What follows belongs to an exercise in optimizing a design on an open flow for small area, a short achievable clock period and few clock cycles per item; a production flow would make more cautious choices.
The RTL was checked by simulation tests, not by an equivalence proof against the original design.
No activity file was given, so power comes from the tool's default toggle rates.

## job 1876
==> flow/design.v <==
`default_nettype none
module mbps_pattern_store #(
  parameter int unsigned PatternMax = 32,
  parameter int unsigned IdxW       = 5,
  parameter int unsigned ByteW      = 8
) (
  input  wire                         clk_i,
  input  wire                         load_write_i,
  input  wire [IdxW-1:0]              load_idx_i,
  input  wire [ByteW-1:0]             load_data_i,
  input  wire                         load_wild_i,
  output logic [PatternMax*ByteW-1:0] pat_o,
  output logic [PatternMax-1:0]       wild_o
);
  always_ff @(posedge clk_i) begin
    for (int unsigned k = 0; k < PatternMax; k++) begin
      if (load_write_i && load_idx_i == IdxW'(k)) begin
        pat_o[k*ByteW +: ByteW] <= load_data_i;
        wild_o[k]               <= load_wild_i;
      end
    end
  end
endmodule
`default_nettype wire
`default_nettype none
module mbps_window_bit (
  input  wire  clk_i,
  input  wire  keep_i,
  input  wire  take_new_i,
  input  wire  take_up_i,
  input  wire  new_i,
  input  wire  up_i,
  output logic q_o
);
  always_ff @(posedge clk_i) begin
    q_o <= (keep_i & q_o) | (take_new_i & new_i) | (take_up_i & up_i);
  end
endmodule
`default_nettype wire
`default_nettype none
module masked_byte_pattern_search (
  input  wire          clk_i,
  input  wire          rst_ni,
  input  wire          cfg_we_i,
  input  wire [5:0]    cfg_pattern_length_i,
  input  wire          in_valid_i,
  output logic         in_ready_o,
  input  wire          mode_i,
  input  wire [4:0]    element_index_i,
  input  wire [7:0]    byte_value_i,
  input  wire          wildcard_req_i,
  input  wire          last_byte_i,
  output logic         out_valid_o,
  input  wire          out_ready_i,
  output logic         found_o,
  output logic [15:0]  match_offset_o
);
  localparam int unsigned PatternMax = 32;
  localparam int unsigned IdxW       = 5;
  localparam int unsigned ByteW      = 8;
  localparam int unsigned CountW     = 16;
  localparam logic        ModeScan   = 1'b1;
  logic [5:0]        len_q;
  logic              busy_q;
  logic              in_valid_q, b_scan_q, b_last_q;
  logic              closed_q;    
  logic              rep_q;       
  logic              en_q;        
  logic [CountW-1:0] off_q;       
  logic              out_valid_q, found_q;
  logic              accept, apply, exec, scan, match, hit;
  logic              taken_q, fresh_q, match_q, match_use;
  logic              ld_go_q, ld_wild_q;
  logic [IdxW-1:0]   ld_idx_q;
  logic [ByteW-1:0]  ld_data_q;
  logic              rep_cur, en_cur, sat;
  logic [CountW-1:0] off_cur;
  logic [CountW:0]   off_inc;
  logic [CountW-1:0] sat_val;
  logic [PatternMax*ByteW-1:0] pat_row;
  logic [PatternMax-1:0]       wild_row;
  logic              in_valid_d, out_valid_d;
  always_ff @(posedge clk_i or negedge rst_ni) begin
    if (!rst_ni) begin
      len_q <= 6'd1;
    end else if (cfg_we_i) begin
      if (cfg_pattern_length_i[5]) begin
        len_q <= 6'(PatternMax);
      end else if (cfg_pattern_length_i[4:0] == '0) begin
        len_q <= 6'd1;
      end else begin
        len_q <= cfg_pattern_length_i;
      end
    end
  end
  assign exec       = in_valid_q && (!out_valid_q || out_ready_i);
  assign in_ready_o = !busy_q || out_ready_i;
  assign accept     = in_valid_i && in_ready_o;
  assign apply      = in_valid_i && !taken_q;
  assign scan       = exec && (b_scan_q == ModeScan);
  always_ff @(posedge clk_i or negedge rst_ni) begin
    if (!rst_ni) begin
      in_valid_q <= 1'b0;
    end else begin
      in_valid_q <= in_valid_d;
    end
  end
  always_ff @(posedge clk_i) begin
    if (accept) begin
      b_scan_q <= mode_i;
      b_last_q <= last_byte_i;
    end
  end
  mbps_pattern_store #(
    .PatternMax (PatternMax),
    .IdxW       (IdxW),
    .ByteW      (ByteW)
  ) u_store (
    .clk_i        (clk_i),
    .load_write_i (ld_go_q),
    .load_idx_i   (ld_idx_q),
    .load_data_i  (ld_data_q),
    .load_wild_i  (ld_wild_q),
    .pat_o        (pat_row),
    .wild_o       (wild_row)
  );
  logic [PatternMax*ByteW-1:0]     win_q;
  logic [(PatternMax+1)*ByteW-1:0] up_row;
  logic [PatternMax-1:0]           take_new, take_up, tap_ok;
  logic                            shift, keep;
  assign shift  = apply && (mode_i == ModeScan);
  assign up_row = {{ByteW{1'b0}}, win_q};
  always_comb begin
    keep = !shift;
    for (int unsigned j = 0; j < PatternMax; j++) begin
      take_new[j] = shift && (j == PatternMax - 1 || 6'(j + 1) >= len_q);
      take_up[j]  = shift && !(j == PatternMax - 1 || 6'(j + 1) >= len_q);
    end
  end
  for (genvar j = 0; j < PatternMax; j++) begin : g_pos
    for (genvar b = 0; b < ByteW; b++) begin : g_bit
      mbps_window_bit u_bit (
        .clk_i      (clk_i),
        .keep_i     (keep),
        .take_new_i (take_new[j]),
        .take_up_i  (take_up[j]),
        .new_i      (byte_value_i[b]),
        .up_i       (up_row[(j+1)*ByteW + b]),
        .q_o        (win_q[j*ByteW + b])
      );
    end
  end
  always_comb begin
    for (int unsigned j = 0; j < PatternMax; j++) begin
      tap_ok[j] = (6'(j) >= len_q) || wild_row[j] ||
                  (pat_row[j*ByteW +: ByteW] == win_q[j*ByteW +: ByteW]);
    end
    match = &tap_ok;
  end
  always_ff @(posedge clk_i or negedge rst_ni) begin
    if (!rst_ni) begin
      ld_go_q <= 1'b0;
    end else begin
      ld_go_q <= apply && (mode_i != ModeScan);
    end
  end
  always_ff @(posedge clk_i) begin
    ld_idx_q  <= element_index_i;
    ld_data_q <= byte_value_i;
    ld_wild_q <= wildcard_req_i;
  end
  always_ff @(posedge clk_i or negedge rst_ni) begin
    if (!rst_ni) begin
      taken_q <= 1'b0;
      fresh_q <= 1'b0;
    end else begin
      taken_q <= in_valid_i && !in_ready_o;
      fresh_q <= accept;
    end
  end
  always_ff @(posedge clk_i) begin
    if (fresh_q) begin
      match_q <= match;
    end
  end
  assign match_use = fresh_q ? match : match_q;
  always_comb begin
    sat_val = ~{10'd0, len_q};
    off_inc = {1'b0, off_q} + (CountW + 1)'(1);
    sat     = en_q && (off_q == sat_val);
    if (closed_q) begin
      rep_cur = 1'b0;
      en_cur  = (len_q == 6'd1);
      off_cur = CountW'(1) - CountW'(len_q);
    end else begin
      rep_cur = rep_q;
      en_cur  = en_q || off_inc[CountW];
      off_cur = (rep_q || sat) ? off_q : off_inc[CountW-1:0];
    end
    hit = !rep_cur && en_cur && match_use;
  end
  assign in_valid_d  = in_ready_o ? in_valid_i : in_valid_q;
  assign out_valid_d = exec ? (scan && (hit || (b_last_q && !rep_cur)))
                            : (out_valid_q && !out_ready_i);
  always_ff @(posedge clk_i or negedge rst_ni) begin
    if (!rst_ni) begin
      busy_q <= 1'b0;
    end else begin
      busy_q <= in_valid_d && out_valid_d;
    end
  end
  always_ff @(posedge clk_i or negedge rst_ni) begin
    if (!rst_ni) begin
      closed_q    <= 1'b1;
      out_valid_q <= 1'b0;
    end else begin
      if (scan) begin
        closed_q <= b_last_q;
      end
      out_valid_q <= out_valid_d;
    end
  end
  always_ff @(posedge clk_i) begin
    if (scan) begin
      rep_q   <= rep_cur || hit;
      en_q    <= en_cur;
      off_q   <= (b_last_q && !rep_cur && !hit) ? '0 : off_cur;
      found_q <= hit;
    end
  end
  assign out_valid_o    = out_valid_q;
  assign found_o        = found_q;
  assign match_offset_o = off_q;
endmodule
`default_nettype wire
Settings: LEC_CHECK=0, CAP_MARGIN=20, CORE_MARGIN=2, CORE_UTILIZATION=50, CTS_CLUSTER_DIAMETER=100, CTS_CLUSTER_SIZE=30, SETUP_SLACK_MARGIN=3.9, SLEW_MARGIN=45, SYNTH_HIERARCHICAL=1; clock period 7.0 ns.
standard.sh (not shown) runs the stock make flow with config.mk's settings and CLKGATE_MAP_FILE= SYNTH_SCRIPT=/design/flow/synth_recipe.tcl, a recipe that flattens the netlist after the stock synthesis.
==> flow/flow/run.sh <==
#!/bin/bash
# Layout: the standard flow (standard.sh, with its unchanged synthesis) with two
# changes: the port buffers start as the smallest plain buffer (buf_1) instead of the
# resizer's default pick, and the out_ready_i / in_ready_o pins, joined by the only
# port-to-port path, are placed next to each other. Timing repair resizes the buffers
# that need it. The whole make output goes to flow_make.log in this folder.
set -euo pipefail
bash standard.sh \
  "BUFFER_PORTS_ARGS=-buffer_cell sky130_fd_sc_hd__buf_1" \
  "PLACE_PINS_ARGS=-group_pins {out_ready_i in_ready_o}" \
  finish > flow_make.log 2>&1
Every stage of the flow completed for job 1876, and the final layout passed the timing, DRC and antenna checks.
Testbench counts of job 1876, summed over its fixed seeds: cycles 35,837, items 35,633.
What job 4864 does differently from job 1876 at the input level:
Settings: swapping 50 for 60 in CORE_UTILIZATION.
Results
Width of the chip: job 4864 lower than job 1876. Job 4864 against job 1876: multi-input logic portion of the cell area rose 0.19 points; final non-filler cell area went down; total power shrank by 2.0%. In the metrics for job 4864 and job 1876, the one carrying the higher total via count after detailed routing is job 1876. Cmp job 4864 vs job 1876: hold slack lower in job 4864. [compare] base=job 1876 new=job 4864: detailed-routing wirelength on met1 went down 2000 µm, clock-pin transition on the worst setup and hold timing paths shrank by 0.02 ns.
What job 618 does differently from job 4864 at the input level:
Settings: CORE_UTILIZATION now 50, was 60; SLEW_MARGIN now 20, was 45.
### Flow results
- The layout overhead on the synthesized area in job 618 sits 0.50 points above the value recorded for job 4864.
- Compared with job 4864, job 618 shows number of inserted filler cells in the final layout that has gone up by more than a quarter.
- Between job 4864 and job 618, the clock network fraction of total power figures differ only marginally.
- Per the comparison of job 618 with job 4864, worst setup margin was more or less identical; via count of the first global-routing pass went down by 2.9%.
- Final cell area: job 618 above job 4864
Inputs modified between job 618 and job 5946:
==> flow/run.sh (new file) <==
#!/bin/bash
# synth_recipe.tcl (not shown) runs the flow's synth.tcl, then flattens the netlist and writes it again
# the make line also repeats each setting of config.mk as NAME=value (left out here)
make -C /OpenROAD-flow-scripts/flow DESIGN_CONFIG=/design/flow/config.mk WORK_HOME=/design/flow/orfs CLKGATE_MAP_FILE= SYNTH_SCRIPT=/design/flow/synth_recipe.tcl finish
removed: flow/flow/run.sh
removed: flow/standard.sh
## What came out
- Number of filler instances in the final layout (lower): job 5946
- A uppermost layer routed of met4 is what job 5946 shows, while met5 belongs to job 618.
- Job 5946 vs job 618: post-CTS setup-driven buffer insertion count up in job 5946
- Setup slack in job 5946 is 0.0031 ns below job 618.

## port drivers added, routing unchanged
Ports are ideal in the flow. The routed layouts listed here were re-timed in OpenROAD. Step 1 assumes that a clkbuf_16 drives the clock port and a buf_2 every other input. Step 2, shift: input delay + t, output delay - t, t = (earliest + latest rising clock arrival at the registers) / 2. This alone moves slack from input paths to output paths. a / b / c = ideal / step 1 / step 2; a / b = the first two.
| run | shift t [ns] | setup slack, ns | worst register clock-pin slew, ns |
|---|---|---|---|
| job 1876 | 0.641 | 3.855 / 3.823 / 3.488 | 0.12 / 0.12 |
| job 4864 | 0.637 | 3.862 / 3.831 / 3.300 | 0.12 / 0.12 |
| job 618 | 0.630 | 3.859 / 3.827 / 3.299 | 0.12 / 0.12 |
| job 5946 | 0.631 | 3.856 / 3.836 / 3.410 | 0.12 / 0.12 |
After both steps every run listed still meets setup and hold. The setup slack of job 4864, which loses most, moves by -0.031 ns with the drivers and by -0.562 ns with both steps.
